Context: an optimization exercise on an open-source flow, tuned for small area. The choices shown serve that exercise and are no tape-out recipe.
Only simulation tests tie the RTL to the original design; equivalence was not proved.
Power is estimated from default activity; no workload was simulated.

===== flow/run.sh =====
#!/bin/bash
# Own flow: the standard layout (standard.sh) with these changes:
#  - synthesis: ABC maps the combinational logic with flow/abc_area.script instead of ORFS's
#    script, and Yosys's full-adder extraction is skipped (the logic is already gate-level);
#    registers, flattening and renaming are the standard synthesis's.
#  - floorplan: the buffers synthesis leaves (Yosys's insbuf on aliased nets) are removed
#    (REMOVE_ABC_BUFFERS=1), as the standard flow does with timing-driven placement.
#  - placement: the port buffers are sky130_fd_sc_hd__buf_1 (every input and output port still
#    gets one) instead of the resizer's choice of a clkdlybuf4s50 delay cell.
#  - clock tree: TritonCTS as standard but with no
#    dummy loads; it is still a balanced tree from the clock port to every register.
set -euo pipefail
W=$PWD
{
  echo 'proc abc {args} {'
  echo '  set i [lsearch -exact $args -script]'
  echo "  if {\$i >= 0} { lset args [expr {\$i + 1}] $W/flow/abc_area.script }"
  echo '  yosys abc {*}$args'
  echo '}'
  echo '# adders stay plain logic for ABC'
  echo 'proc extract_fa {args} {}'
  cat synth_recipe.tcl
} > own_synth.tcl
export BUFFER_PORTS_ARGS="-buffer_cell sky130_fd_sc_hd__buf_1"
export CTS_ARGS="-sink_clustering_enable -repair_clock_nets -dont_use_dummy_load"
bash standard.sh SYNTH_SCRIPT="$W/own_synth.tcl" synth > synth_make.log 2>&1
bash standard.sh SYNTH_SCRIPT="$W/own_synth.tcl" REMOVE_ABC_BUFFERS=1 finish > layout_make.log 2>&1

===== flow/abc_area.script =====
strash
&get -n
&b -d
&dch -f
&nf -p -R 1000
&put
topo
upsize -D 1100
dnsize -D 1100
topo
stime -c

===== standard.sh =====
#!/bin/bash
# synth_recipe.tcl (not shown) runs the flow's synth.tcl, then flattens the netlist and writes it again
# the make line also repeats each setting of config.mk as NAME=value (left out here)
make -C /OpenROAD-flow-scripts/flow DESIGN_CONFIG=/design/flow/config.mk WORK_HOME=/design/flow/orfs CLKGATE_MAP_FILE= SYNTH_SCRIPT=/design/flow/synth_recipe.tcl "${@:-finish}"

===== config.mk =====
export PLATFORM = sky130hd
export DESIGN_NAME = clustered_greens_rom
export DESIGN_NICKNAME = clustered_greens_rom
export VERILOG_FILES = /design/flow/design.v
export SDC_FILE = /design/flow/constraint.sdc
export NUM_CORES = 4
export LEC_CHECK = 0
export CAP_MARGIN = 20
export CORE_MARGIN = 2
export CORE_UTILIZATION = 62
export GPL_TIMING_DRIVEN = 0
export SETUP_SLACK_MARGIN = 0.06
export SLEW_MARGIN = 20

===== constraint.sdc =====
create_clock -name core_clock -period 3.0 [get_ports {clk}]
set_input_delay 0.6000 -clock core_clock [delete_from_list [all_inputs] [get_ports {clk}]]
set_output_delay 0.6000 -clock core_clock [all_outputs]
set_load 0.01 [all_outputs]

===== design.v =====
`timescale 1ns/100ps
module clustered_greens_rom (
  input  logic         clk,
  input  logic         rst,
  input  logic [7:0]   me,
  input  logic [23:0]  coords_x,
  input  logic [23:0]  coords_y,
  input  logic [23:0]  coords_z,
  output logic [255:0] rdata
);
  logic [7:0][3:0] e_in;
  logic [23:0]     l_in;
  logic [3:0]      t_in;
  logic [2:0]      c_in;
  for (genvar p = 0; p < 8; p++) begin : g_enc
    grom_enc enc_i (
      .i ({coords_z[3*p +: 3], coords_y[3*p +: 3], coords_x[3*p +: 3]}),
      .o (e_in[p])
    );
    assign l_in[3*p +: 3] = e_in[p][2:0];
  end
  for (genvar j = 0; j < 4; j++) begin : g_pair
    assign t_in[j] = e_in[j][3] | e_in[7-j][3];
  end
  assign c_in = {coords_z[0], coords_y[0], coords_x[0]};
  logic [5:0][23:0] l_q;
  logic [5:0][3:0]  t_q;
  logic [5:0][2:0]  c_q;
  logic [23:0]      l_6;
  logic [3:0]       t_6;
  logic [7:0]       x_6;
  logic [7:0]       maj_6;
  always_ff @(posedge clk) begin
    l_q[0] <= l_in;
    t_q[0] <= t_in;
    c_q[0] <= c_in;
    for (int i = 1; i < 6; i++) begin
      l_q[i] <= l_q[i-1];
      t_q[i] <= t_q[i-1];
      c_q[i] <= c_q[i-1];
    end
    l_6 <= l_q[5];
    t_6 <= t_q[5];
    for (int q = 0; q < 8; q++) begin
      x_6[q]   <= (^(c_q[5] ^ 3'(q))) ^ l_q[5][3*q];
      maj_6[q] <= ((c_q[5][0] ^ q[0]) & (c_q[5][1] ^ q[1])) |
                  ((c_q[5][0] ^ q[0]) & (c_q[5][2] ^ q[2])) |
                  ((c_q[5][1] ^ q[1]) & (c_q[5][2] ^ q[2]));
    end
  end
  logic [7:0][24:0] v;
  for (genvar p = 0; p < 8; p++) begin : g_dec
    grom_dec_x dec_i (.i({maj_6[p], x_6[p], t_6[p < 4 ? p : 7 - p], l_6[3*p +: 3]}), .o(v[p]));
  end
  for (genvar p = 0; p < 8; p++) begin : g_out
    assign rdata[32*p +: 32] = {7'd0, v[p]};
  end
endmodule
module grom_enc (input logic [8:0] i, output logic [3:0] o);
  wire i0 = i[0];
  wire i1 = i[1];
  wire i2 = i[2];
  wire i3 = i[3];
  wire i4 = i[4];
  wire i5 = i[5];
  wire i6 = i[6];
  wire i7 = i[7];
  wire i8 = i[8];
  wire o0;
  assign o[0] = o0;
  wire o1;
  assign o[1] = o1;
  wire o2;
  assign o[2] = o2;
  wire o3;
  assign o[3] = o3;
  wire new_n14, new_n15, new_n16, new_n17, new_n18, new_n19, new_n20, new_n21, new_n22, new_n23, new_n24, new_n25, new_n26, new_n27, new_n28, new_n29, new_n30, new_n31, new_n32, new_n33, new_n34, new_n35, new_n36, new_n37, new_n38, new_n39, new_n40, new_n41, new_n42, new_n43, new_n44, new_n45, new_n47;
  assign new_n14 = (~i7);   
  assign new_n15 = (~i6&~new_n14);   
  assign new_n16 = (~i4);   
  assign new_n17 = (~i3&~new_n16);   
  assign new_n18 = (~i1);   
  assign new_n19 = (~i0&~new_n18);   
  assign new_n20 = (~new_n17) | (~new_n19);   
  assign new_n21 = (new_n17&new_n20) | (new_n19&new_n20);   
  assign new_n22 = (~new_n15) | (~new_n21);   
  assign new_n23 = (~new_n22);   
  assign new_n24 = (~new_n15&~new_n21);   
  assign new_n25 = (~i4&i5);   
  assign new_n26 = (~new_n16&~i5);   
  assign new_n27 = (~new_n25&~new_n26) | (~i3);   
  assign new_n28 = (~new_n25) | (~new_n27);   
  assign new_n29 = (~i2);   
  assign new_n30 = (~i1&~new_n29&~i0);   
  assign new_n31 = (~i8);   
  assign new_n32 = (~i7&~new_n31&~i6);   
  assign new_n33 = (~new_n30) | (~new_n32);   
  assign new_n34 = (~new_n30&~new_n32) | (~new_n33);   
  assign new_n35 = (~new_n28) | (~new_n34);   
  assign new_n36 = (~i6);   
  assign new_n37 = (~new_n14&~i7) | (~new_n14&~new_n31) | (~i8&~i7) | (~i8&~new_n31);   
  assign new_n38 = (~new_n36&~new_n37) | (~new_n22);   
  assign new_n39 = (~i1&~new_n29);   
  assign new_n40 = (~new_n18&~i2);   
  assign new_n41 = (~new_n39&~new_n40) | (~i0);   
  assign new_n42 = (~new_n20) | (~new_n27) | (~new_n41);   
  assign new_n43 = (~new_n27&~new_n41) | (~new_n42);   
  assign new_n44 = (new_n38&new_n42) | (new_n43&new_n42);   
  assign new_n45 = (~new_n35) | (~new_n44);   
  assign o0 = (~new_n23&~new_n24) | (~new_n45);   
  assign new_n47 = (~new_n38) | (~new_n43);   
  assign o1 = (~new_n38&~new_n43) | (~new_n47) | (~new_n45);   
  assign o2 = (new_n28&new_n35) | (new_n34&new_n35) | (new_n28&new_n44) | (new_n34&new_n44);   
  assign o3 = (~new_n28&~new_n34) | (~new_n33);   
endmodule
module grom_dec_x (input logic [5:0] i, output logic [24:0] o);
  wire i0 = i[0];
  wire i1 = i[1];
  wire i2 = i[2];
  wire i3 = i[3];
  wire i4 = i[4];
  wire i5 = i[5];
  wire o0;
  assign o[0] = o0;
  wire o1;
  assign o[1] = o1;
  wire o2;
  assign o[2] = o2;
  wire o3;
  assign o[3] = o3;
  wire o4;
  assign o[4] = o4;
  wire o5;
  assign o[5] = o5;
  wire o6;
  assign o[6] = o6;
  wire o7;
  assign o[7] = o7;
  wire o8;
  assign o[8] = o8;
  wire o9;
  assign o[9] = o9;
  wire o10;
  assign o[10] = o10;
  wire o11;
  assign o[11] = o11;
  wire o12;
  assign o[12] = o12;
  wire o13;
  assign o[13] = o13;
  wire o14;
  assign o[14] = o14;
  wire o15;
  assign o[15] = o15;
  wire o16;
  assign o[16] = o16;
  wire o17;
  assign o[17] = o17;
  wire o18;
  assign o[18] = o18;
  wire o19;
  assign o[19] = o19;
  wire o20;
  assign o[20] = o20;
  wire o21;
  assign o[21] = o21;
  wire o22;
  assign o[22] = o22;
  wire o23;
  assign o[23] = o23;
  wire o24;
  assign o[24] = o24;
  wire new_n100, new_n101, new_n102, new_n103, new_n104, new_n105, new_n106, new_n108, new_n109, new_n110, new_n111, new_n113, new_n114, new_n115, new_n116, new_n117, new_n118, new_n119, new_n121, new_n122, new_n123, new_n125, new_n126, new_n127, new_n129, new_n131, new_n132, new_n135, new_n137, new_n139, new_n140, new_n143, new_n144, new_n145, new_n148, new_n149, new_n150, new_n151, new_n153, new_n155, new_n159, new_n32, new_n33, new_n34, new_n35, new_n36, new_n37, new_n38, new_n39, new_n40, new_n41, new_n42, new_n43, new_n44, new_n45, new_n46, new_n47, new_n48, new_n49, new_n50, new_n51, new_n52, new_n53, new_n54, new_n55, new_n56, new_n57, new_n59, new_n60, new_n61, new_n62, new_n63, new_n64, new_n65, new_n66, new_n67, new_n68, new_n69, new_n70, new_n71, new_n72, new_n73, new_n74, new_n75, new_n76, new_n77, new_n78, new_n79, new_n80, new_n81, new_n82, new_n83, new_n85, new_n86, new_n87, new_n88, new_n89, new_n90, new_n91, new_n92, new_n93, new_n94, new_n95, new_n96, new_n98, new_n99;
  assign new_n32 = (~i1) | (~i4) | (~i5);   
  assign new_n33 = (i5) | (~i3);   
  assign new_n34 = (i1) | (~i4);   
  assign new_n35 = (i0) | (new_n33) | (new_n34);   
  assign new_n36 = (i2) | (~i4);   
  assign new_n37 = (~i0&i1);   
  assign new_n38 = (i3) | (new_n36) | (new_n37);   
  assign new_n39 = (~i0&~i4);   
  assign new_n40 = (~i5&~new_n39) | (i2);   
  assign new_n41 = (~new_n32) | (~new_n35) | (~new_n38) | (~new_n40);   
  assign new_n42 = (~i5) | (~new_n39);   
  assign new_n43 = (~i1&i4);   
  assign new_n44 = (~i1&~i2);   
  assign new_n45 = (~i3&~i5&~new_n44);   
  assign new_n46 = (~new_n43) | (~new_n45);   
  assign new_n47 = (~i1&~new_n42) | (~new_n46);   
  assign new_n48 = (~i0&~new_n47) | (~i4&~new_n47) | (~new_n41&~new_n47);   
  assign new_n49 = (i0) | (~i1);   
  assign new_n50 = (~i3);   
  assign new_n51 = (~new_n50&~i5);   
  assign new_n52 = (~new_n51) | (~new_n44);   
  assign new_n53 = (~new_n52&~i0) | (~i5&~new_n49);   
  assign new_n54 = (i1) | (i3) | (i5);   
  assign new_n55 = (i0) | (~i2);   
  assign new_n56 = (~new_n54&~new_n55) | (~i2&~new_n49);   
  assign new_n57 = (~i4&~new_n56) | (~new_n53&~new_n56);   
  assign o0 = (~new_n48) | (~new_n57);   
  assign new_n59 = (~i2&~i5);   
  assign new_n60 = (~i2) | (~i5);   
  assign new_n61 = (~i1&new_n60) | (~new_n59&new_n60);   
  assign new_n62 = (~i0&~i4&~new_n61);   
  assign new_n63 = (~i1&~i2&~new_n33);   
  assign new_n64 = (~new_n54&~new_n55);   
  assign new_n65 = (~i3&~i5);   
  assign new_n66 = (~i2&i0);   
  assign new_n67 = (i4&new_n65&new_n66);   
  assign new_n68 = (~i4&~new_n64&~new_n67) | (~new_n63&~new_n64&~new_n67);   
  assign new_n69 = (~i3&i1);   
  assign new_n70 = (~i4) | (~new_n69);   
  assign new_n71 = (~i5&~new_n70);   
  assign new_n72 = (i2) | (~i0);   
  assign new_n73 = (~new_n55) | (~new_n72);   
  assign new_n74 = (i5&new_n43&new_n73);   
  assign new_n75 = (~i5&~new_n45) | (~new_n73&~new_n45);   
  assign new_n76 = (~new_n66&~new_n75);   
  assign new_n77 = (~i1) | (~i5);   
  assign new_n78 = (i4) | (~i5);   
  assign new_n79 = (~i0) | (~new_n78);   
  assign new_n80 = (~i2&~new_n44) | (~i2&~i0) | (~new_n39&~new_n44) | (~new_n39&~i0);   
  assign new_n81 = (~new_n77&~new_n80) | (~new_n79&~new_n80);   
  assign new_n82 = (~i4&~new_n81) | (~new_n76&~new_n81);   
  assign new_n83 = (new_n71) | (new_n74) | (new_n82);   
  assign o1 = (new_n62) | (~new_n68) | (~new_n83);   
  assign new_n85 = (~new_n33) | (~new_n78);   
  assign new_n86 = (~i2&~new_n85&i1);   
  assign new_n87 = (~i4) | (~new_n55);   
  assign new_n88 = (~new_n71&~new_n86) | (~new_n87);   
  assign new_n89 = (~new_n49&~new_n40);   
  assign new_n90 = (~new_n78) | (~new_n89);   
  assign new_n91 = (~new_n88) | (~new_n90);   
  assign new_n92 = (~i2) | (~new_n39);   
  assign new_n93 = (i3&new_n42) | (i3&i2) | (i5&new_n42) | (new_n92&new_n42) | (i5&i2) | (new_n92&i2);   
  assign new_n94 = (~i1&~new_n93);   
  assign new_n95 = (~new_n60&~new_n34) | (~new_n39&~new_n52);   
  assign new_n96 = (~new_n60&~new_n87);   
  assign o2 = (new_n91) | (new_n94) | (new_n95) | (new_n96);   
  assign new_n98 = (new_n54) | (~i0);   
  assign new_n99 = (~i2) | (~new_n69);   
  assign new_n100 = (~new_n98&~i4) | (~new_n99&~i4);   
  assign new_n101 = (~i0&~new_n74&~new_n71) | (~new_n100&~new_n74&~new_n71);   
  assign new_n102 = (~i4) | (~new_n51);   
  assign new_n103 = (~new_n54&~new_n43) | (~new_n102&~new_n43);   
  assign new_n104 = (new_n45&new_n103);   
  assign new_n105 = (~new_n33&~new_n80);   
  assign new_n106 = (~new_n104&~new_n105);   
  assign o3 = (~new_n101) | (~new_n106);   
  assign new_n108 = (~i0) | (~i1);   
  assign new_n109 = (~new_n61&~i4) | (~new_n108&~i4);   
  assign new_n110 = (~i0) | (~new_n77);   
  assign new_n111 = (~new_n59&~new_n110) | (~i0&~new_n34);   
  assign o4 = (~new_n103&~new_n109&~new_n111);   
  assign new_n113 = (~i5&~new_n49);   
  assign new_n114 = (~new_n52) | (~new_n98);   
  assign new_n115 = (~i2&~new_n114) | (~new_n113&~new_n114);   
  assign new_n116 = (~new_n65) | (~new_n66);   
  assign new_n117 = (~new_n49&~new_n102) | (~new_n116);   
  assign new_n118 = (~i0&~new_n46);   
  assign new_n119 = (~new_n96&~new_n105&~new_n117&~new_n118);   
  assign o5 = (~i4&~new_n115) | (~new_n119);   
  assign new_n121 = (~new_n37&new_n46) | (~new_n75&new_n46);   
  assign new_n122 = (~new_n39&~new_n96) | (~new_n54&~new_n96);   
  assign new_n123 = (~i0&~new_n74) | (~new_n104&~new_n74);   
  assign o6 = (~new_n121) | (~new_n122) | (~new_n123);   
  assign new_n125 = (~i4) | (~new_n76);   
  assign new_n126 = (~i0) | (~new_n100);   
  assign new_n127 = (i2) | (i4) | (new_n49);   
  assign o7 = (~i0&~new_n52) | (~new_n125) | (~new_n126) | (~new_n127);   
  assign new_n129 = (~i2&~new_n42) | (~new_n127);   
  assign o20 = (new_n67) | (new_n86) | (new_n129);   
  assign new_n131 = (~new_n34&~new_n60);   
  assign new_n132 = (~i0&~new_n67) | (~new_n131&~new_n67);   
  assign o8 = (o20) | (~new_n132) | (~new_n92) | (~new_n52);   
  assign o9 = (i4&new_n63) | (new_n81) | (new_n104);   
  assign new_n135 = (~new_n95&new_n32);   
  assign o10 = (~i0&~new_n135) | (~new_n93);   
  assign new_n137 = (~new_n44&~new_n69&i0);   
  assign o11 = (~new_n41&~new_n137);   
  assign new_n139 = (~new_n65&~new_n92);   
  assign new_n140 = (~new_n113&~new_n139);   
  assign o12 = (~new_n48) | (~new_n90) | (~new_n140);   
  assign o13 = (~i4&~new_n140) | (~new_n132) | (~new_n98) | (~new_n83);   
  assign new_n143 = (~new_n32&~new_n73);   
  assign new_n144 = (~new_n74&~new_n129&~new_n143);   
  assign new_n145 = (~i5&~new_n63&~new_n91) | (~i5&~new_n57&~new_n91) | (~new_n39&~new_n63&~new_n91) | (~new_n39&~new_n57&~new_n91);   
  assign o14 = (~new_n61&~new_n144) | (~new_n145);   
  assign o15 = (~new_n52) | (~new_n101);   
  assign new_n148 = (~new_n96&~new_n104);   
  assign new_n149 = (~i0&~new_n52) | (~new_n42) | (~new_n32);   
  assign new_n150 = (~i0&~new_n70);   
  assign new_n151 = (~new_n67&~new_n139&~new_n149&~new_n150);   
  assign o16 = (~new_n148) | (~new_n151);   
  assign new_n153 = (~new_n63&~new_n64&~new_n117);   
  assign o17 = (~new_n44&~new_n93) | (~new_n148) | (~new_n153);   
  assign new_n155 = (new_n52&new_n92) | (i1);   
  assign o18 = (~new_n121) | (~new_n144) | (~new_n155);   
  assign o19 = (new_n76) | (new_n62) | (new_n131) | (new_n100);   
  assign o21 = (~i1&~new_n72&~new_n85);   
  assign new_n159 = (~new_n50&~i4) | (~i0);   
  assign o22 = (i5&new_n44&new_n159);   
  assign o23 = (~i0&~new_n36&~new_n54);   
  assign o24 = (~new_n40&~new_n54);   
endmodule

==> results.tsv, run 1 <==
stage	metric	value	unit
status	status	timing/DRC/antenna clean	
clocking	CTS Buf Count	21	
clocking	TritonCTS clock tree	yes	
sta	worst-margin pin slew	0.544	ns
synthesis	share of the synthesized area in the top cell type	33.7	%
placed_design	Final Wtd Congestion	0.983	
critical_path	crit-path max FO	14	
critical_path	worst reg-to-reg setup slack	1.63	ns
floorplan	Rows	54	
global_routing	vias in the first global route	11300	
critical_path	worst reg2reg path startpoint	c_q[17]	
sta	Tcrit/Tclk final	95.8	%
synthesis	main flop type after synthesis	dfxtp_1	
synthesis	Syn Std Cell Area	0.0137	sq mm
placed_design	Final HPWL DP	24.5	mm
hold_path	hold depth	1	
placed_design	placed cell areas	0.0133	sq mm
layout	Register Area	0.00476	sq mm
clocking	Clock transition at path regs	0.06	ns
floorplan	Die W	152	microns
global_routing	largest net degree at the start of global routing	27	
layout	Final #Nets	1981	
drt	total number of vias	13000	
layout	multi-input logic area	0.00755	sq mm
critical_path	Slowest-stage cell, CP	or3_4	
power	Power Total	0.0110	W
critical_path	Setup crit start kind	flip-flop	
placed_design	# port buffers	272	
power	Max IR drop VDD	0.446	mV
critical_path	Crit path largest cell delay	0.44	ns
layout	Filler cells	1910	
synthesis	number of flops mapped to enable cells by yosys	0	
synthesis	#FFs+latches synth	230	
job	Max Cap Viol	0	
sta	final setup violation count	0	
floorplan	Die Height	152	microns
drt	Antenna Nets Post-Route	0	
synthesis	most frequent cells after synthesis	nand2_1 (268), buf_4 (256), dfxtp_1 (230), nor2_1 (152), o21ai_0 (109)	
critical_path	Bufs and invs on worst path	1	
critical_path	worst-path cell chain	or3_4 > nand2b_1 > a21oi_2 > nand2_1 > and3_1 > nand3b_1 > buf_1	
floorplan	io pins	338	
hold_path	WHS Endpoint	c_q[0]	
global_routing	grt ovf	0	
floorplan	die area	0.0233	sq mm
clocking	clk sinks	230	
critical_path	reg2reg end	x_6[2]	
hold_path	hold wc startpoint	coords_x[0]	
critical_path	Crit. path cell count	7	
drt	DR vias/cell	5.95	
drt	initial drt markers	1101	
critical_path	CP top delay family	simple AND/OR/NAND/NOR gates	
sta	Min Clock Period, post-route	2.88	ns
global_routing	gr usage total	26.9	%
global_routing	first-pass GRT wire length	54.7	mm
hold_path	Hold Crit Class	in2reg	
critical_path	Reg2Reg Depth	5	
critical_path	element type at the critical path end	output port	
sta	max-slew violation count	0	
clocking	Hold-fix buffers, CTS	0	
drt	wire per inst	15.8	microns
synthesis	warnings from Yosys	1	
critical_path	CP arrival	2.28	ns
layout	layout cells sized above 1	8.17	%
power	pwr/cell area	763	mW/mm^2
sta	Worst Skew	0.0290	ns
synthesis	Synth Area per Inst	7.67	sq um
synthesis	most common cell in the netlist	nand2_1	
synthesis	top cells by area, synth	dfxtp_1 (34%), buf_4 (14%), nand2_1 (7.4%)	
layout	Area growth syn-to-layout	5.86	%
global_routing	initial antenna violation count	4	
clocking	Clk Latency, worst-skew pair	0.48	ns
floorplan	Initial Utilization	62.8	%
sta	RSZ-0062 raised after global routing	yes	
sta	Worst slew margin	63.7	%
floorplan	Core ar.	0.0218	sq mm
clocking	H-Tree Depth	1	
critical_path	worst setup path class	reg2out	
sta	Final Hold Fails	0	
synthesis	largest area contributor in the netlist	dfxtp_1	
sta	Max Fclk	0.348	GHz
synthesis	Post-Syn Instances	1782	
power	leak pwr	5.82	nW
drt	final WL	34.4	mm
critical_path	WP data required	2.40	ns
drt	DRC viols	0	
clocking	Max Root-Sink Buffers	3	
clocking	Root Buffer Master	clkbuf_16	
drt	first-pass iteration count of the detailed router	6	
synthesis	post-synthesis async set-or-reset flop share	0	%
synthesis	sequential fraction of the synthesis area	33.7	%
synthesis	post-synthesis cell type count	53	
layout	final instance area	0.0145	sq mm
## registers in the layout (all words and copies together), names as in the netlist
| register | flops |
|---|---|
| x_6 | 8 |
| l_6 | 24 |
| t_6 | 4 |
| maj_6 | 8 |
| l_q | 144 |
| t_q | 24 |
| c_q | 18 |
## layout make-up
cell class	count	share of cell area, %
diodes	4	0.0692
multi-input cells	1332	52.2
flip-flops and latches	230	32.9
repair buffers	295	8.27
clock buffers	21	3.63
inverters	19	0.579
well taps	280	2.42
## stage by stage
| step | hold WS, ns | utilization (%) | instances | setup WS (ns) | TNS, ns |
|---|---|---|---|---|---|
| final | 0.288 | 66.5 | 2181 | 0.125 | 0 |
| after global routing | 0.286 | 66.5 | 2180 | 0.0285 | 0 |
| after CTS | 0.274 | 64.6 | 2155 | 0.0351 | 0 |
| after detailed placement | 0.312 | 61.3 | 2134 | -0.0486 | -0.0486 |
| after global placement | 0.310 | 61.3 | 2133 | -0.105 | -0.133 |
| after floorplan | 0.310 | - | 1581 | 0.581 | 0 |
## power by group
group          internal (W)  leakage [nW]  switching (W)
combinational       0.00170          3.62        0.00283
sequential          0.00364          1.95       0.000725
clock               0.00123         0.259       0.000918
## worst reg2reg max path, stage by stage (launching register included)
cell	delay, ns
dfxtp_1	0.40
nand2b_1	0.14
nand2_1	0.09
xnor2_2	0.29
buf_6	0.21
xor2_1	0.14
## timing repair
action	in CTS	in global routing
setup endpoints to repair	148	98
pin swaps	0	5
resized for setup	83	84
hold endpoints to repair	0	0
setup buffers	0	22
## logic make-up after synthesis
kind of cell           Yosys count  share of synthesized area, %
flip-flops                     230                          33.7
multiplexers                     4                         0.293
AO/OA/AOI/OAI                  336                          15.4
XOR/XNOR                        65                          4.16
buffers and inverters          275                          14.6
other                            1                        0.0274
AND/OR/NAND/NOR                871                          31.8
## placed cells by master, fill, tap and decap left out, drive strengths merged, types with 30 or more instances in the layout
cell and count:
nand2 270, nand4 30, conb 56, buf 295, nand2b 74, a21oi 74
nor2 152, dfxtp 230, nor3 43, o21ai 109, nand3 99, nor2b 59
xor2 44
## worst max path at each step
stage	to	slack, ns	from
after floorplan	rdata[106]	0.58	t_6[3]
after global placement	rdata[106]	-0.11	t_6[3]
after global routing	rdata[10]	0.03	t_6[0]
after CTS	rdata[106]	0.04	t_6[3]
final	rdata[227]	0.12	t_6[0]
after detailed placement	rdata[106]	-0.05	t_6[3]
## layer usage
metal | wire length, microns | track usage [%]
met4 | 931 | 8.02
met5 | 0 | 0
met1 | 13900 | 37.1
met2 | 16000 | 43.7
met3 | 3580 | 4.41
==> run 2: changes to the inputs <==
--- a/config.mk
+++ b/config.mk
@@ -9,5 +9,5 @@
 export CORE_MARGIN = 2
 export CORE_UTILIZATION = 62
 export GPL_TIMING_DRIVEN = 0
-export SETUP_SLACK_MARGIN = 0.06
+export SETUP_SLACK_MARGIN = 0.03
 export SLEW_MARGIN = 20
==> run 2 against run 1 <==
Sequential share of layout area up 0.38 points. Register-to-register slack hardly changed. Total power fell by 0.79%. Worst setup slack worse by 0.022 ns. Combinational power decreased by 3%. Fmax down 0.75%. Critical path type unchanged. Critical endpoint is now rdata[1]. Largest power group is now sequential cells.
==> results.tsv, run 2 <==
stage	metric	value	unit	change
sta	worst-margin pin slew	0.543	ns	was 0.544 ns
power	leak pwr	5.73	nW	was 5.82 nW
critical_path	worst reg2reg path startpoint	c_q[15]		was c_q[17]
drt	final WL	34.1	mm	was 34.4 mm
floorplan	Core ar.	0.0218	sq mm	unchanged
global_routing	grt ovf	0		unchanged
sta	max-slew violation count	0		unchanged
critical_path	WP data required	2.40	ns	about the same
layout	max reg flops	144		unchanged
clocking	clk sinks	230		unchanged
clocking	H-Tree Depth	1		unchanged
critical_path	Crit path largest cell delay	0.50	ns	was 0.44 ns
power	Cell Int Power	0.00651	W	was 0.00657 W
critical_path	Bufs and invs on worst path	1		unchanged
drt	DR vias/cell	5.99		was 5.95
critical_path	CP top delay family	simple AND/OR/NAND/NOR gates		unchanged
power	Combinational Power Share	40.2	%	was 41.0%
sta	Worst slew margin	63.7	%	about the same
global_routing	vias in the first global route	11300		about the same
placed_design	Final Wtd Congestion	0.983		unchanged
power	Clock Power Share	19.6	%	was 19.4%
layout	multi-input logic area	0.00753	sq mm	was 0.00755 sq mm
critical_path	Setup crit start kind	flip-flop		unchanged
sta	Worst Skew	0.0287	ns	was 0.0290 ns
layout	final core utilization	65.7	%	was 66.5%
hold_path	WHS Endpoint	c_q[0]		unchanged
synthesis	Post-Syn Instances	1782		unchanged
layout	top flop regs	l_q: 144 flops, l_6: 24 flops, t_q: 24 flops		unchanged
power	Max IR drop VDD	0.446	mV	about the same
floorplan	Initial Utilization	62.8	%	unchanged
power	Seq pwr share	40.2	%	was 39.5%
sta	RSZ-0062 raised after global routing	yes		unchanged
synthesis	main flop type after synthesis	dfxtp_1		unchanged
critical_path	reg2reg end	x_6[1]		was x_6[2]
global_routing	gr usage total	26.9	%	about the same
job	Max Cap Viol	0		unchanged
global_routing	largest net degree at the start of global routing	27		unchanged
synthesis	most frequent cells after synthesis	nand2_1 (268), buf_4 (256), dfxtp_1 (230), nor2_1 (152), o21ai_0 (109)		unchanged
global_routing	initial antenna violation count	4		unchanged
synthesis	largest area contributor in the netlist	dfxtp_1		unchanged
floorplan	Rows	54		unchanged
clocking	Clk Latency, worst-skew pair	0.48	ns	about the same
power	sw frac	40.6	%	was 40.5%
sta	Tcrit/Tclk final	96.6	%	was 95.8%
drt	first-pass iteration count of the detailed router	5		was 6
hold_path	hold depth	1		unchanged
placed_design	# port buffers	272		unchanged
layout	Area growth syn-to-layout	4.60	%	was 5.86%
power	Psw	0.00445	W	was 0.00447 W
synthesis	number of flops mapped to enable cells by yosys	0		unchanged
clocking	Clock transition at path regs	0.06	ns	about the same
layout	Largest Register	l_q		unchanged
synthesis	top cells by area, synth	dfxtp_1 (34%), buf_4 (14%), nand2_1 (7.4%)		unchanged
sta	Max Fclk	0.345	GHz	was 0.348 GHz
layout	most frequent cells in the layout	buf_1 (272), nand2_1 (262), dfxtp_1 (186), nor2_1 (131), o21ai_0 (102)		was buf_1 (272), nand2_1 (263), dfxtp_1 (186), nor2_1 (131), o21ai_0 (101)
synthesis	post-synthesis async set-or-reset flop share	0	%	unchanged
sta	Final Hold Fails	0		unchanged
critical_path	worst reg-to-reg setup slack	1.62	ns	was 1.63 ns
status	status	timing/DRC/antenna clean		unchanged
drt	initial drt markers	1047		was 1101
drt	DRC viols	0		unchanged
placed_design	placed cell areas	0.0133	sq mm	unchanged
sta	setup TNS	0	ns	unchanged
sta	Min Clock Period, post-route	2.90	ns	was 2.88 ns
floorplan	io pins	338		unchanged
hold_path	hold wc startpoint	coords_x[0]		unchanged
synthesis	post-synthesis cell type count	53		unchanged
drt	total number of vias	13000		about the same
synthesis	Syn Std Cell Area	0.0137	sq mm	unchanged
critical_path	crit-path max FO	15		was 14
power	pwr/cell area	766	mW/mm^2	was 763 mW/mm^2
clocking	Max Root-Sink Buffers	3		unchanged
clocking	Root Buffer Master	clkbuf_16		unchanged
clocking	CTS Buf Count	21		unchanged
layout	Final #Nets	1962		was 1981
layout	final instance area	0.0143	sq mm	was 0.0145 sq mm
synthesis	warnings from Yosys	1		unchanged
critical_path	Slowest-stage cell, CP	or4_1		was or3_4
drt	Antenna Nets Post-Route	0		unchanged
critical_path	worst setup path class	reg2out		unchanged
layout	Filler cells	1936		was 1910
layout	leading cell type in the layout, fill and taps excluded	buf_1		unchanged
synthesis	#FFs+latches synth	230		unchanged
hold_path	Hold Crit Class	in2reg		unchanged
synthesis	sequential fraction of the synthesis area	33.7	%	unchanged
critical_path	worst-path cell chain	nand2b_1 > nand2_2 > a21oi_2 > nor2b_1 > nand2_1 > a21oi_1 > or4_1 > buf_1		was or3_4 > nand2b_1 > a21oi_2 > nand2_1 > and3_1 > nand3b_1 > buf_1
critical_path	CP arrival	2.30	ns	was 2.28 ns
synthesis	share of the synthesized area in the top cell type	33.7	%	unchanged
floorplan	Die W	152	microns	unchanged
floorplan	die area	0.0233	sq mm	unchanged
floorplan	Die Height	152	microns	unchanged
synthesis	most common cell in the netlist	nand2_1		unchanged
layout	Register Area	0.00475	sq mm	was 0.00476 sq mm
drt	wire per inst	15.8	microns	about the same
placed_design	Final HPWL DP	24.5	mm	unchanged
global_routing	first-pass GRT wire length	54.8	mm	was 54.7 mm
synthesis	Synth Area per Inst	7.67	sq um	unchanged
clocking	TritonCTS clock tree	yes		unchanged
power	Power Total	0.0110	W	about the same
layout	layout cells sized above 1	6.92	%	was 8.17%
critical_path	Reg2Reg Depth	5		unchanged
sta	final setup violation count	0		unchanged
critical_path	Crit. path cell count	8		was 7
critical_path	element type at the critical path end	output port		unchanged
-- run 2: power by group through the flow --
| stage | clock network (W) | logic, W | registers [W] |
|---|---|---|---|
| 2_1_floorplan | 0 | 0.00291 | 0.00411 |
| 3_3_place_gp | 0 | 0.00421 | 0.00433 |
| 3_5_place_dp | 0 | 0.00421 | 0.00435 |
| 4_1_cts | 0.00220 | 0.00425 | 0.00433 |
| 5_1_grt | 0.00232 | 0.00482 | 0.00449 |
| 6_report | 0.00215 | 0.00440 | 0.00440 |
-- run 2: area by class of cell --
| type | instances | area share (%) |
|---|---|---|
| antenna | 4 | 0.0700 |
| clock buffer | 21 | 3.67 |
| inverter | 19 | 0.542 |
| multi-input combinational | 1332 | 52.6 |
| sequential | 230 | 33.2 |
| tap | 280 | 2.45 |
| timing repair buffer | 276 | 7.38 |
-- run 2: per-stage QoR --
stage / setup slack (ns) / hold WS [ns] / cells
after floorplan: 0.581 / 0.310 / 1581
after global placement: -0.105 / 0.310 / 2133
after detailed placement: -0.0486 / 0.312 / 2134
after CTS: 0.0324 / 0.274 / 2155
after global routing: -0.0000404 / 0.286 / 2161
final: 0.103 / 0.288 / 2162
-- run 2: logic make-up after synthesis --
family,count (synthesis),synth area share (%)
AND/OR/NAND/NOR,871,31.8
AO/OA/AOI/OAI,336,15.4
buffers and inverters,275,14.6
flip-flops,230,33.7
XOR/XNOR,65,4.16
multiplexers,4,0.293
other,1,0.0274
-- run 2: worst max-delay path by stage --
stage	to	from	slack, ns
global placement	rdata[106]	t_6[3]	-0.11
global route	rdata[1]	l_6[2]	-0.00004
finish	rdata[1]	l_6[2]	0.10
CTS	rdata[112]	maj_6[3]	0.03
floorplan	rdata[106]	t_6[3]	0.58
detailed placement	rdata[106]	t_6[3]	-0.05
-- run 2: what timing repair did --
item / 4_1_cts / 5_1_grt
gates resized for setup: 73 / 84
hold buffers: 0 / 0
hold endpoints to repair: 0 / 0
pin swaps: 0 / 3
buffers inserted: 0 / 3
endpoints found under the setup margin: 145 / 88
-- run 2: routing by layer --
metal,routed length [microns],up-vias,track usage (%)
met1,13900,5862,37.2
li1,-,6167,-
met5,0,-,0
met4,923,0,7.94
met2,15800,829,43.8
met3,3540,97,4.38
-- run 2: worst reg2reg max path, stage by stage, from the launching register on --
cell	delay (ns)
dfxtp_1	0.39
nand2b_1	0.15
nand2_1	0.09
xnor2_2	0.30
buf_6	0.21
xor2_1	0.14
==> run 3: changes to the inputs <==
--- a/config.mk
+++ b/config.mk
@@ -9,5 +9,5 @@
 export CORE_MARGIN = 2
 export CORE_UTILIZATION = 62
 export GPL_TIMING_DRIVEN = 0
-export SETUP_SLACK_MARGIN = 0.03
+export SETUP_SLACK_MARGIN = 0
 export SLEW_MARGIN = 20
==> run 3 against run 2 <==
Still clean. Sequential power barely moved. Total power fell by 0.35%. Critical path depth stayed put. Sequential share of layout area rose by 0.079 points. Hold slack barely moved. Clock power is essentially flat. Area after synthesis stayed put. Fmax down 0.95%. Flip-flop and latch count unchanged. Critical endpoint unchanged.
==> results.tsv, run 3 <==
stage	metric	value	unit	change
layout	most frequent cells in the layout	buf_1 (272), nand2_1 (264), dfxtp_1 (186), nor2_1 (133), o21ai_0 (102)		was buf_1 (272), nand2_1 (262), dfxtp_1 (186), nor2_1 (131), o21ai_0 (102)
drt	DR vias/cell	5.93		was 5.99
critical_path	element type at the critical path end	output port		unchanged
power	leak pwr	5.71	nW	was 5.73 nW
synthesis	most common cell in the netlist	nand2_1		unchanged
job	Max Cap Viol	0		unchanged
sta	max-slew violation count	0		unchanged
critical_path	CP arrival	2.32	ns	was 2.30 ns
placed_design	Final Wtd Congestion	0.983		unchanged
drt	top sig layer	met4		unchanged
synthesis	largest area contributor in the netlist	dfxtp_1		unchanged
sta	RSZ-0062 raised after global routing	yes		unchanged
critical_path	worst setup path class	reg2out		unchanged
layout	post-route insts no fill	2161		was 2162
critical_path	Reg2Reg Depth	5		unchanged
floorplan	Core ar.	0.0218	sq mm	unchanged
power	Cell Int Power	0.00649	W	was 0.00651 W
sta	final setup violation count	0		unchanged
placed_design	placed cell areas	0.0133	sq mm	unchanged
layout	top flop regs	l_q: 144 flops, l_6: 24 flops, t_q: 24 flops		unchanged
drt	first-pass iteration count of the detailed router	6		was 5
sta	setup TNS	0	ns	unchanged
synthesis	simple-gate share of the synthesized area	31.8	%	unchanged
floorplan	io pins	338		unchanged
synthesis	#FFs+latches synth	230		unchanged
sta	worst-margin pin slew	0.551	ns	was 0.543 ns
synthesis	Compound-Gate Fraction of Synth Area	15.4	%	unchanged
drt	total number of vias	12800		was 13000
synthesis	warnings from Yosys	1		unchanged
drt	initial drt markers	1140		was 1047
power	Seq pwr share	40.3	%	was 40.2%
placed_design	dpl cells	2134		unchanged
power	Max IR drop VDD	0.446	mV	about the same
drt	Routed met2 length	15.8	mm	about the same
power	Psw	0.00442	W	was 0.00445 W
drt	wire length on met3	3.59	mm	was 3.54 mm
layout	Area growth syn-to-layout	4.19	%	was 4.60%
critical_path	CP top delay family	simple AND/OR/NAND/NOR gates		unchanged
drt	final WL	33.9	mm	was 34.1 mm
placed_design	Final HPWL DP	24.5	mm	unchanged
synthesis	Synth Area per Inst	7.67	sq um	unchanged
critical_path	Crit. path cell count	8		unchanged
layout	Final #Nets	1961		was 1962
synthesis	post-synthesis async set-or-reset flop share	0	%	unchanged
synthesis	Post-Synth XOR/XNOR Area	4.16	%	unchanged
critical_path	WP data required	2.40	ns	about the same
power	Clock Power Share	19.7	%	was 19.6%
global_routing	gr usage total	26.9	%	about the same
layout	leading cell type in the layout, fill and taps excluded	buf_1		unchanged
sta	Worst slew margin	63.2	%	was 63.7%
hold_path	hold depth	1		unchanged
critical_path	Bufs and invs on worst path	1		unchanged
critical_path	Slowest-stage cell, CP	or4_1		unchanged
global_routing	first-pass GRT wire length	54.7	mm	was 54.8 mm
synthesis	Adder-Cell Fraction of Synth Area	0	%	unchanged
global_routing	initial antenna violation count	4		unchanged
global_routing	largest net degree at the start of global routing	27		unchanged
layout	final instance area	0.0142	sq mm	was 0.0143 sq mm
clocking	clk sinks	230		unchanged
clocking	Root Buffer Master	clkbuf_16		unchanged
clocking	CTS Buf Count	21		unchanged
floorplan	Die W	152	microns	unchanged
sta	Tcrit/Tclk final	97.5	%	was 96.6%
synthesis	main combinational cell family by area after synthesis	simple AND/OR/NAND/NOR gates		unchanged
drt	Antenna Nets Post-Route	0		unchanged
floorplan	Die Height	152	microns	unchanged
floorplan	Initial Utilization	62.8	%	unchanged
clocking	Hold-fix buffers, CTS	0		unchanged
critical_path	Setup crit start kind	flip-flop		unchanged
critical_path	worst-path cell chain	nand2b_1 > nand2_2 > a21oi_2 > nor2b_1 > nand2_1 > a21oi_1 > or4_1 > buf_1		unchanged
synthesis	post-synthesis mux area share	0.293	%	unchanged
sta	Max Fclk	0.342	GHz	was 0.345 GHz
status	status	timing/DRC/antenna clean		unchanged
drt	DRC viols	0		unchanged
hold_path	Hold Crit Class	in2reg		unchanged
synthesis	most frequent cells after synthesis	nand2_1 (268), buf_4 (256), dfxtp_1 (230), nor2_1 (152), o21ai_0 (109)		unchanged
clocking	Clk Latency, worst-skew pair	0.48	ns	about the same
layout	Largest Register	l_q		unchanged
drt	wire per inst	15.7	microns	was 15.8 microns
placed_design	# port buffers	272		unchanged
layout	layout cells sized above 1	6.45	%	was 6.92%
placed_design	worst slack, placed	-0.0486	ns	unchanged
clocking	Clock transition at path regs	0.06	ns	about the same
synthesis	post-synthesis cell type count	53		unchanged
layout	max reg flops	144		unchanged
synthesis	Syn Std Cell Area	0.0137	sq mm	unchanged
sta	Worst Skew	0.0287	ns	about the same
synthesis	main flop type after synthesis	dfxtp_1		unchanged
clocking	Max Root-Sink Buffers	3		unchanged
critical_path	crit-path max FO	15		unchanged
drt	DRT met1 WL	13.7	mm	was 13.9 mm
sta	Min Clock Period, post-route	2.92	ns	was 2.90 ns
synthesis	top cells by area, synth	dfxtp_1 (34%), buf_4 (14%), nand2_1 (7.4%)		unchanged
synthesis	number of flops mapped to enable cells by yosys	0		unchanged
critical_path	Crit path largest cell delay	0.51	ns	was 0.50 ns
global_routing	vias in the first global route	11300		about the same
sta	Final WS setup	0.0751	ns	was 0.103 ns
sta	Final Hold Fails	0		unchanged
global_routing	grt ovf	0		unchanged
power	Combinational Power Share	40.0	%	was 40.2%
synthesis	Post-Syn Instances	1782		unchanged
power	pwr/cell area	766	mW/mm^2	about the same
floorplan	Rows	54		unchanged
floorplan	die area	0.0233	sq mm	unchanged
clocking	TritonCTS clock tree	yes		unchanged
power	sw frac	40.5	%	was 40.6%
synthesis	sequential fraction of the synthesis area	33.7	%	unchanged
synthesis	share of the synthesized area in the top cell type	33.7	%	unchanged
clocking	H-Tree Depth	1		unchanged
## run 3: cell counts after synthesis
Identical to the previous run, type by type.
## run 3: area by class of cell
class / instances / area, sq um
antenna: 4 / 10.0
clock buffer: 21 / 526
fill: 1939 / 7510
inverter: 19 / 77.6
multi-input combinational: 1332 / 7490
sequential: 230 / 4750
tap: 280 / 350
timing repair buffer: 275 / 1050
## run 3: repair_timing
| item | CTS | global route |
|---|---|---|
| endpoints found under the setup margin | 139 | 82 |
| setup buffers | 0 | 2 |
| pin swaps | 0 | 2 |
| gates resized for setup | 68 | 75 |
## run 3: through the flow
stage | utilization [%] | power, W | hold WS [ns]
after floorplan | - | 0.00702 | 0.310
after global placement | 61.3 | 0.00854 | 0.310
after detailed placement | 61.3 | 0.00856 | 0.312
after CTS | 64.4 | 0.0108 | 0.274
after global routing | 65.5 | 0.0116 | 0.286
final | 65.5 | 0.0109 | 0.288
## run 3: path summary, 6_finish.rpt
kind | start | slack [ns] | end
hold reg to reg | c_q[2] | 0.30 | c_q[5]
setup reg to reg | c_q[17] | 1.62 | x_6[1]
setup / recovery | l_6[2] | 0.08 | rdata[1]
hold / removal | coords_x[0] | 0.29 | c_q[0]
## run 3: per-layer routing
metal	up-vias	GRT usage [%]
li1	6159	-
met1	5758	37.2
met2	806	43.9
met3	82	4.32
met4	0	7.76
met5	-	0
## run 3: logic make-up after synthesis
kind of cell / after synthesis
buffers and inverters: 275
other: 1
AND/OR/NAND/NOR: 871
AO/OA/AOI/OAI: 336
flip-flops: 230
XOR/XNOR: 65
multiplexers: 4
## run 3: power groups by stage
stage               Combinational (W)  Clock (W)  Sequential (W)
global placement              0.00421          0         0.00433
detailed placement            0.00421          0         0.00435
floorplan                     0.00291          0         0.00411
global route                  0.00480    0.00232         0.00449
finish                        0.00437    0.00215         0.00440
CTS                           0.00425    0.00220         0.00433
==> run 4: changes to the inputs <==
--- a/flow/run.sh
+++ b/flow/run.sh
@@ -7,7 +7,7 @@
 #    (REMOVE_ABC_BUFFERS=1), as the standard flow does with timing-driven placement.
 #  - placement: the port buffers are sky130_fd_sc_hd__buf_1 (every input and output port still
 #    gets one) instead of the resizer's choice of a clkdlybuf4s50 delay cell.
-#  - clock tree: TritonCTS as standard but with no
+#  - clock tree: TritonCTS with smaller sink clusters of clkbuf_4/clkbuf_8 leaf buffers and no
 #    dummy loads; it is still a balanced tree from the clock port to every register.
 set -euo pipefail
 W=$PWD
@@ -22,6 +22,6 @@
   cat synth_recipe.tcl
 } > own_synth.tcl
 export BUFFER_PORTS_ARGS="-buffer_cell sky130_fd_sc_hd__buf_1"
-export CTS_ARGS="-sink_clustering_enable -repair_clock_nets -dont_use_dummy_load"
+export CTS_ARGS="-sink_clustering_enable -repair_clock_nets -dont_use_dummy_load -sink_clustering_size 20 -sink_clustering_max_diameter 60 -buf_list {sky130_fd_sc_hd__clkbuf_4 sky130_fd_sc_hd__clkbuf_8}"
 bash standard.sh SYNTH_SCRIPT="$W/own_synth.tcl" synth > synth_make.log 2>&1
 bash standard.sh SYNTH_SCRIPT="$W/own_synth.tcl" REMOVE_ABC_BUFFERS=1 finish > layout_make.log 2>&1
==> run 4 against run 3 <==
Die area did not move. Hold slack got worse by 0.0091 ns. Register-to-register slack barely moved. Flip-flop and latch count did not move. Global-route usage fell by 0.42 points. Cell area fell by 1.7%. Clock power fell by 41%. Sequential power fell by 0.9%. Largest power group is now combinational logic.
==> results.tsv, run 4 <==
stage	metric	value	unit	change
sta	max-slew violation count	0		unchanged
placed_design	Final HPWL DP	24.5	mm	unchanged
critical_path	crit-path max FO	15		unchanged
synthesis	main flop type after synthesis	dfxtp_1		unchanged
critical_path	CP arrival	2.31	ns	was 2.32 ns
layout	max reg flops	144		unchanged
critical_path	element type at the critical path end	output port		unchanged
power	Clock Power Share	12.6	%	was 19.7%
sta	worst-margin pin slew	0.580	ns	was 0.551 ns
floorplan	Die W	152	microns	unchanged
hold_path	Hold Crit Class	in2reg		unchanged
layout	Largest Register	l_q		unchanged
drt	final WL	33.7	mm	was 33.9 mm
critical_path	worst reg2reg path startpoint	c_q[15]		was c_q[17]
synthesis	#FFs+latches synth	230		unchanged
global_routing	vias in the first global route	11100		was 11300
synthesis	Synth Area per Inst	7.67	sq um	unchanged
critical_path	Reg2Reg Depth	5		unchanged
critical_path	WP data required	2.40	ns	about the same
power	Max IR drop VDD	0.312	mV	was 0.446 mV
drt	total number of vias	12700		was 12800
power	Combinational Power Share	44.0	%	was 40.0%
drt	wire per inst	15.6	microns	was 15.7 microns
clocking	Clock transition at path regs	0.11	ns	was 0.06 ns
floorplan	Die Height	152	microns	unchanged
critical_path	reg2reg end	x_6[4]		was x_6[1]
placed_design	# port buffers	272		unchanged
critical_path	Slowest-stage cell, CP	or4_1		unchanged
sta	setup TNS	0	ns	unchanged
drt	DRC viols	0		unchanged
global_routing	initial antenna violation count	4		unchanged
synthesis	post-synthesis cell type count	53		unchanged
sta	Tcrit/Tclk final	96.9	%	was 97.5%
sta	Final Hold Fails	0		unchanged
clocking	TritonCTS clock tree	yes		unchanged
layout	leading cell type in the layout, fill and taps excluded	buf_1		unchanged
synthesis	warnings from Yosys	1		unchanged
synthesis	sequential fraction of the synthesis area	33.7	%	unchanged
clocking	CTS Buf Count	15		was 21
drt	first-pass iteration count of the detailed router	5		was 6
layout	top flop regs	l_q: 144 flops, l_6: 24 flops, t_q: 24 flops		unchanged
global_routing	largest net degree at the start of global routing	27		unchanged
sta	final setup violation count	0		unchanged
floorplan	die area	0.0233	sq mm	unchanged
clocking	Max Root-Sink Buffers	3		unchanged
placed_design	worst slack, placed	-0.0486	ns	unchanged
hold_path	hold depth	1		unchanged
sta	Max Fclk	0.344	GHz	was 0.342 GHz
floorplan	io pins	338		unchanged
synthesis	top cells by area, synth	dfxtp_1 (34%), buf_4 (14%), nand2_1 (7.4%)		unchanged
power	sw frac	42.9	%	was 40.5%
layout	most frequent cells in the layout	buf_1 (272), nand2_1 (264), dfxtp_1 (186), nor2_1 (131), o21ai_0 (104)		was buf_1 (272), nand2_1 (264), dfxtp_1 (186), nor2_1 (133), o21ai_0 (102)
synthesis	number of flops mapped to enable cells by yosys	0		unchanged
placed_design	dpl cells	2134		unchanged
sta	Min Clock Period, post-route	2.91	ns	was 2.92 ns
drt	initial drt markers	1078		was 1140
sta	RSZ-0062 raised after global routing	yes		unchanged
job	Max Cap Viol	0		unchanged
layout	layout cells sized above 1	6.71	%	was 6.45%
status	status	timing/DRC/antenna clean		unchanged
power	Psw	0.00431	W	was 0.00442 W
global_routing	gr usage total	26.5	%	was 26.9%
clocking	Root Buffer Master	clkbuf_8		was clkbuf_16
synthesis	post-synthesis async set-or-reset flop share	0	%	unchanged
critical_path	worst-path cell chain	nand2b_1 > nand2_2 > a21oi_2 > nor2b_1 > nand2_1 > a21oi_1 > or4_1 > buf_1		unchanged
floorplan	Rows	54		unchanged
power	pwr/cell area	718	mW/mm^2	was 766 mW/mm^2
synthesis	most frequent cells after synthesis	nand2_1 (268), buf_4 (256), dfxtp_1 (230), nor2_1 (152), o21ai_0 (109)		unchanged
floorplan	Initial Utilization	62.8	%	unchanged
synthesis	largest area contributor in the netlist	dfxtp_1		unchanged
layout	Filler cells	1966		was 1939
hold_path	hold wc startpoint	coords_x[0]		unchanged
critical_path	Crit path largest cell delay	0.50	ns	was 0.51 ns
placed_design	Final Wtd Congestion	0.983		unchanged
layout	Area growth syn-to-layout	2.38	%	was 4.19%
power	leak pwr	5.60	nW	was 5.71 nW
clocking	clk sinks	230		unchanged
critical_path	worst reg-to-reg setup slack	1.61	ns	was 1.62 ns
floorplan	Core ar.	0.0218	sq mm	unchanged
power	Cell Int Power	0.00574	W	was 0.00649 W
layout	post-route insts no fill	2163		was 2161
synthesis	Syn Std Cell Area	0.0137	sq mm	unchanged
critical_path	worst setup path class	reg2out		unchanged
clocking	H-Tree Depth	1		unchanged
synthesis	most common cell in the netlist	nand2_1		unchanged
sta	Worst Skew	0.0255	ns	was 0.0287 ns
drt	DR vias/cell	5.89		was 5.93
global_routing	first-pass GRT wire length	53.9	mm	was 54.7 mm
global_routing	grt ovf	0		unchanged
synthesis	Post-Syn Instances	1782		unchanged
sta	Worst slew margin	61.2	%	was 63.2%
layout	final core utilization	64.3	%	was 65.5%
synthesis	share of the synthesized area in the top cell type	33.7	%	unchanged
power	Seq pwr share	43.4	%	was 40.3%
power	Power Total	0.0100	W	was 0.0109 W
clocking	Clk Latency, worst-skew pair	0.47	ns	was 0.48 ns
sta	Final WS setup	0.0927	ns	was 0.0751 ns
drt	Antenna Nets Post-Route	0		unchanged
critical_path	Setup crit start kind	flip-flop		unchanged
layout	Final #Nets	1962		was 1961
hold_path	WHS Endpoint	c_q[0]		unchanged
[run 4: metal layers]
| metal | track usage [%] | routed length, microns | up-vias |
|---|---|---|---|
| met2 | 42.8 | 15400 | 784 |
| met3 | 4.15 | 3490 | 94 |
| met5 | 0 | 0 | - |
| li1 | - | - | 6155 |
| met4 | 7.54 | 893 | 0 |
| met1 | 37.1 | 13900 | 5714 |
[run 4: cell families (layout without fill, tap and decap cells)]
family	after synthesis	in the layout	synth area share, %
simple gates	871	871	31.8
compound gates	336	336	15.4
buf+inv	275	316	14.6
flops	230	230	33.7
xor+xnor	65	65	4.16
mux	4	4	0.293
other cells	1	61	0.0274
[run 4: how the worst max path moves through the flow]
stage | startpoint | end | depth (start not counted)
floorplan | t_6[3] | rdata[106] | 6
global placement | t_6[3] | rdata[106] | 7
detailed placement | t_6[3] | rdata[106] | 7
CTS | t_6[1] | rdata[206] | 10
global route | l_6[2] | rdata[1] | 8
finish | l_6[2] | rdata[1] | 8
[run 4: critical path: cells and delay by family, from the launching register on]
| family | cells | cell delay (ns) |
|---|---|---|
| flops | 1 | 0.48 |
| simple gates | 5 | 0.99 |
| compound gates | 2 | 0.23 |
| buf+inv | 1 | 0.14 |
[run 4: cell type report]
class / instances / area, sq um / share of cell area, %
Multi-Input combinational cell: 1332 / 7490 / 53.5
Sequential cell: 230 / 4760 / 34.0
Timing Repair Buffer: 282 / 1100 / 7.86
Tap cell: 280 / 350 / 2.50
Clock buffer: 15 / 206 / 1.48
Inverter: 19 / 82.6 / 0.590
Antenna cell: 5 / 12.5 / 0.0894
[run 4: power groups by stage]
stage	clock, W	combinational [W]	sequential (W)
finish	0.00126	0.00443	0.00436
global route	0.00140	0.00486	0.00446
CTS	0.00130	0.00424	0.00432
detailed placement	0	0.00421	0.00435
global placement	0	0.00421	0.00433
floorplan	0	0.00291	0.00411
[run 4: per-stage QoR]
stage               instance area [sq um]  hold WS, ns
floorplan                           12000        0.310
global placement                    13300        0.310
detailed placement                  13300        0.312
CTS                                 13700        0.259
global route                        14000        0.270
finish                              14000        0.279
[run 4: repair_timing]
action,CTS,global route
pin swaps,0,2
buffers inserted,0,9
setup endpoints to repair,145,89
hold endpoints to repair,0,0
hold buffers,0,0
resized for setup,73,77
==> run 5: changes to the inputs <==
--- a/flow/run.sh
+++ b/flow/run.sh
@@ -22,6 +22,6 @@
   cat synth_recipe.tcl
 } > own_synth.tcl
 export BUFFER_PORTS_ARGS="-buffer_cell sky130_fd_sc_hd__buf_1"
-export CTS_ARGS="-sink_clustering_enable -repair_clock_nets -dont_use_dummy_load -sink_clustering_size 20 -sink_clustering_max_diameter 60 -buf_list {sky130_fd_sc_hd__clkbuf_4 sky130_fd_sc_hd__clkbuf_8}"
+export CTS_ARGS="-sink_clustering_enable -repair_clock_nets -dont_use_dummy_load -sink_clustering_size 24 -sink_clustering_max_diameter 70 -buf_list {sky130_fd_sc_hd__clkbuf_4 sky130_fd_sc_hd__clkbuf_8}"
 bash standard.sh SYNTH_SCRIPT="$W/own_synth.tcl" synth > synth_make.log 2>&1
 bash standard.sh SYNTH_SCRIPT="$W/own_synth.tcl" REMOVE_ABC_BUFFERS=1 finish > layout_make.log 2>&1
==> run 5 against run 4 <==
Global-route usage shrank 0.083 points. Flip-flop and latch count unchanged. Synthesized cell count did not move. Critical path depth fell by 1. Final cell count about the same. Area after synthesis is the same. First-iteration DRC count is 5.4% lower. Fmax about the same. Die area unchanged. Cell area rose by 0.13%. Sequential share of layout area about the same. Hold slack got worse by 0.013 ns.
==> results.tsv, run 5 <==
stage	metric	value	unit	change
status	status	timing/DRC/antenna clean		unchanged
clocking	Root Buffer Master	clkbuf_8		unchanged
synthesis	Post-Syn Instances	1782		unchanged
critical_path	worst reg2reg path startpoint	c_q[15]		unchanged
global_routing	gr usage total	26.4	%	was 26.5%
critical_path	worst-path cell chain	or3_4 > nand2b_1 > a21oi_2 > nand2_1 > and3_1 > nand3b_1 > buf_1		was nand2b_1 > nand2_2 > a21oi_2 > nor2b_1 > nand2_1 > a21oi_1 > or4_1 > buf_1
critical_path	CP endpoint	rdata[227]		was rdata[1]
critical_path	element type at the critical path end	output port		unchanged
synthesis	post-synthesis cell type count	53		unchanged
sta	Worst Skew	0.0363	ns	was 0.0255 ns
clocking	Clk Latency, worst-skew pair	0.49	ns	was 0.47 ns
global_routing	grt ovf	0		unchanged
layout	most frequent cells in the layout	buf_1 (272), nand2_1 (264), dfxtp_1 (186), nor2_1 (132), o21ai_0 (103)		was buf_1 (272), nand2_1 (264), dfxtp_1 (186), nor2_1 (131), o21ai_0 (104)
critical_path	Bufs and invs on worst path	1		unchanged
sta	Tcrit/Tclk final	96.8	%	was 96.9%
hold_path	hold depth	1		unchanged
layout	Largest Register	l_q		unchanged
drt	Antenna Nets Post-Route	0		unchanged
sta	Worst slew margin	63.3	%	was 61.2%
power	sw frac	43.0	%	was 42.9%
sta	RSZ-0062 raised after global routing	yes		unchanged
job	Max Cap Viol	0		unchanged
clocking	Clock transition at path regs	0.12	ns	was 0.11 ns
critical_path	crit-path max FO	14		was 15
floorplan	Initial Utilization	62.8	%	unchanged
critical_path	reg2reg end	x_6[1]		was x_6[4]
global_routing	vias in the first global route	11100		about the same
critical_path	WP data required	2.40	ns	about the same
clocking	TritonCTS clock tree	yes		unchanged
clocking	CTS Buf Count	13		was 15
layout	multi-input logic area	0.00752	sq mm	was 0.00749 sq mm
synthesis	main flop type after synthesis	dfxtp_1		unchanged
synthesis	sequential fraction of the synthesis area	33.7	%	unchanged
clocking	Hold-fix buffers, CTS	0		unchanged
synthesis	top cells by area, synth	dfxtp_1 (34%), buf_4 (14%), nand2_1 (7.4%)		unchanged
synthesis	most frequent cells after synthesis	nand2_1 (268), buf_4 (256), dfxtp_1 (230), nor2_1 (152), o21ai_0 (109)		unchanged
sta	max-slew violation count	0		unchanged
power	Cell Int Power	0.00569	W	was 0.00574 W
critical_path	worst reg-to-reg setup slack	1.60	ns	was 1.61 ns
layout	layout cells sized above 1	6.92	%	was 6.71%
synthesis	share of the synthesized area in the top cell type	33.7	%	unchanged
power	Seq pwr share	43.6	%	was 43.4%
sta	Final Hold Fails	0		unchanged
critical_path	Crit path largest cell delay	0.44	ns	was 0.50 ns
floorplan	io pins	338		unchanged
drt	wire per inst	15.5	microns	was 15.6 microns
drt	DR vias/cell	5.92		was 5.89
clocking	clk sinks	230		unchanged
synthesis	Syn Std Cell Area	0.0137	sq mm	unchanged
sta	worst hold margin	0.266	ns	was 0.279 ns
layout	Filler cells	1969		was 1966
layout	top flop regs	l_q: 144 flops, l_6: 24 flops, t_q: 24 flops		unchanged
drt	total number of vias	12800		was 12700
synthesis	Synth Area per Inst	7.67	sq um	unchanged
global_routing	first-pass GRT wire length	53.8	mm	was 53.9 mm
placed_design	Final Wtd Congestion	0.983		unchanged
power	Combinational Power Share	44.6	%	was 44.0%
placed_design	# port buffers	272		unchanged
global_routing	initial antenna violation count	4		unchanged
placed_design	Final HPWL DP	24.5	mm	unchanged
power	Clock Power Share	11.7	%	was 12.6%
layout	leading cell type in the layout, fill and taps excluded	buf_1		unchanged
critical_path	worst setup path class	reg2out		unchanged
synthesis	number of flops mapped to enable cells by yosys	0		unchanged
sta	final setup violation count	0		unchanged
drt	first-pass iteration count of the detailed router	5		unchanged
layout	Register Area	0.00476	sq mm	unchanged
drt	initial drt markers	1020		was 1078
layout	final core utilization	64.4	%	was 64.3%
power	leak pwr	5.60	nW	about the same
clocking	H-Tree Depth	1		unchanged
global_routing	layer with the highest usage	met2		unchanged
synthesis	post-synthesis async set-or-reset flop share	0	%	unchanged
critical_path	CP top delay family	simple AND/OR/NAND/NOR gates		unchanged
clocking	Max Root-Sink Buffers	3		unchanged
hold_path	Hold Crit Class	in2reg		unchanged
layout	Final #Nets	1962		unchanged
global_routing	grt met1 use	36.9	%	was 37.1%
critical_path	crit path from	t_6[0]		was l_6[2]
synthesis	largest area contributor in the netlist	dfxtp_1		unchanged
power	Psw	0.00429	W	was 0.00431 W
synthesis	warnings from Yosys	1		unchanged
global_routing	GR Util met3	4.04	%	was 4.15%
floorplan	Core ar.	0.0218	sq mm	unchanged
floorplan	Die Height	152	microns	unchanged
global_routing	met2 Use GR	42.6	%	was 42.8%
critical_path	CP arrival	2.31	ns	about the same
global_routing	largest net degree at the start of global routing	27		unchanged
sta	Max Fclk	0.344	GHz	about the same
layout	Area growth syn-to-layout	2.51	%	was 2.38%
critical_path	Crit. path cell count	7		was 8
power	pwr/cell area	712	mW/mm^2	was 718 mW/mm^2
drt	final WL	33.6	mm	was 33.7 mm
synthesis	#FFs+latches synth	230		unchanged
power	Power Total	0.00998	W	was 0.0100 W
sta	worst-margin pin slew	0.549	ns	was 0.580 ns
critical_path	Slowest-stage cell, CP	or3_4		was or4_1
floorplan	Die W	152	microns	unchanged
power	Max IR drop VDD	0.331	mV	was 0.312 mV
layout	max reg flops	144		unchanged
critical_path	Setup crit start kind	flip-flop		unchanged
drt	DRC viols	0		unchanged
floorplan	Rows	54		unchanged
sta	Min Clock Period, post-route	2.91	ns	about the same
synthesis	most common cell in the netlist	nand2_1		unchanged
critical_path	Reg2Reg Depth	5		unchanged
floorplan	die area	0.0233	sq mm	unchanged
==> run 5: worst min path at each step <==
stage                    to   startpoint  slack (ns)
finish               c_q[0]  coords_x[0]        0.27
global route         c_q[0]  coords_x[0]        0.25
CTS                  c_q[0]  coords_x[0]        0.23
detailed placement   c_q[3]       c_q[0]        0.31
global placement    l_q[62]      l_q[38]        0.31
floorplan           c_q[10]       c_q[7]        0.31
==> run 5: area by class of cell <==
cell class	instances	share of cell area, %
antenna	4	0.0714
inverter	19	0.563
multi-input combinational	1332	53.7
timing repair buffer	284	7.96
tap	280	2.50
clock buffer	13	1.28
sequential	230	33.9
==> run 5: cell families after synthesis <==
group           share of synthesized area (%)
buf+inv                                  14.6
other cells                            0.0274
compound gates                           15.4
simple gates                             31.8
xor+xnor                                 4.16
flops                                    33.7
mux                                     0.293
==> run 5: per-stage QoR <==
stage               TNS [ns]  worst slack, ns  cells  cell area, sq um
floorplan                  0            0.581   1581             12000
global placement      -0.133           -0.105   2133             13300
detailed placement   -0.0486          -0.0486   2134             13300
CTS                        0          0.00840   2147             13700
global route         -0.0417          -0.0197   2161             14000
finish                     0           0.0949   2162             14000
==> run 5: repair_timing <==
action	CTS	global route
setup endpoints to repair	147	96
gates resized for setup	76	80
pin swaps	0	2
endpoints found under the hold margin	0	0
buffers inserted	0	11
==> run 5: power by group through the flow <==
stage          Sequential [W]  Clock (W)  Combinational (W)
2_1_floorplan         0.00411          0            0.00291
3_3_place_gp          0.00433          0            0.00421
3_5_place_dp          0.00435          0            0.00421
4_1_cts               0.00432    0.00122            0.00424
5_1_grt               0.00445    0.00132            0.00489
6_report              0.00436    0.00117            0.00446
==> run 5: routing by layer <==
metal,vias up,wire length (microns)
li1,6151,-
met1,5784,13800
met2,785,15500
met3,75,3410
met4,0,806
met5,-,0

==> afterwards: timing with drivers on the ports <==
The results above use ideal ports. As a check the final layouts listed here were re-extracted and re-timed, cells and wires unchanged. Step 1 (the two cells are an assumption about what drives the block):
set clk [get_ports {clk}]
set_driving_cell -lib_cell sky130_fd_sc_hd__clkbuf_16 $clk
set_driving_cell -lib_cell sky130_fd_sc_hd__buf_2 [delete_from_list [all_inputs] $clk]
Step 2 adds t to the input delays and takes it off the output delays; t is the mean of the earliest and latest rising clock arrival at the registers after step 1. Input paths then give back, and output paths get back, about the clock's delay inside the block. Three values: ideal, step 1, step 2; two values: the first two.
| run | shift t [ns] | setup slack, ns | worst hold slack (ns) | worst setup path at the end | cell pins on the clock port's net |
|---|---|---|---|---|---|
| run 1 | 0.503 | 0.125 / 0.085 / 0.588 | 0.288 / 0.270 / 0.299 | register to output | 1 |
| run 2 | 0.502 | 0.103 / 0.064 / 0.566 | 0.288 / 0.271 / 0.299 | register to output | 1 |
| run 3 | 0.502 | 0.075 / 0.037 / 0.538 | 0.288 / 0.271 / 0.299 | register to output | 1 |
| run 4 | 0.493 | 0.093 / 0.062 / 0.555 | 0.279 / 0.269 / 0.300 | register to output | 1 |
| run 5 | 0.501 | 0.095 / 0.062 / 0.563 | 0.266 / 0.255 / 0.292 | register to output | 1 |
After both steps every run listed still meets setup and hold.
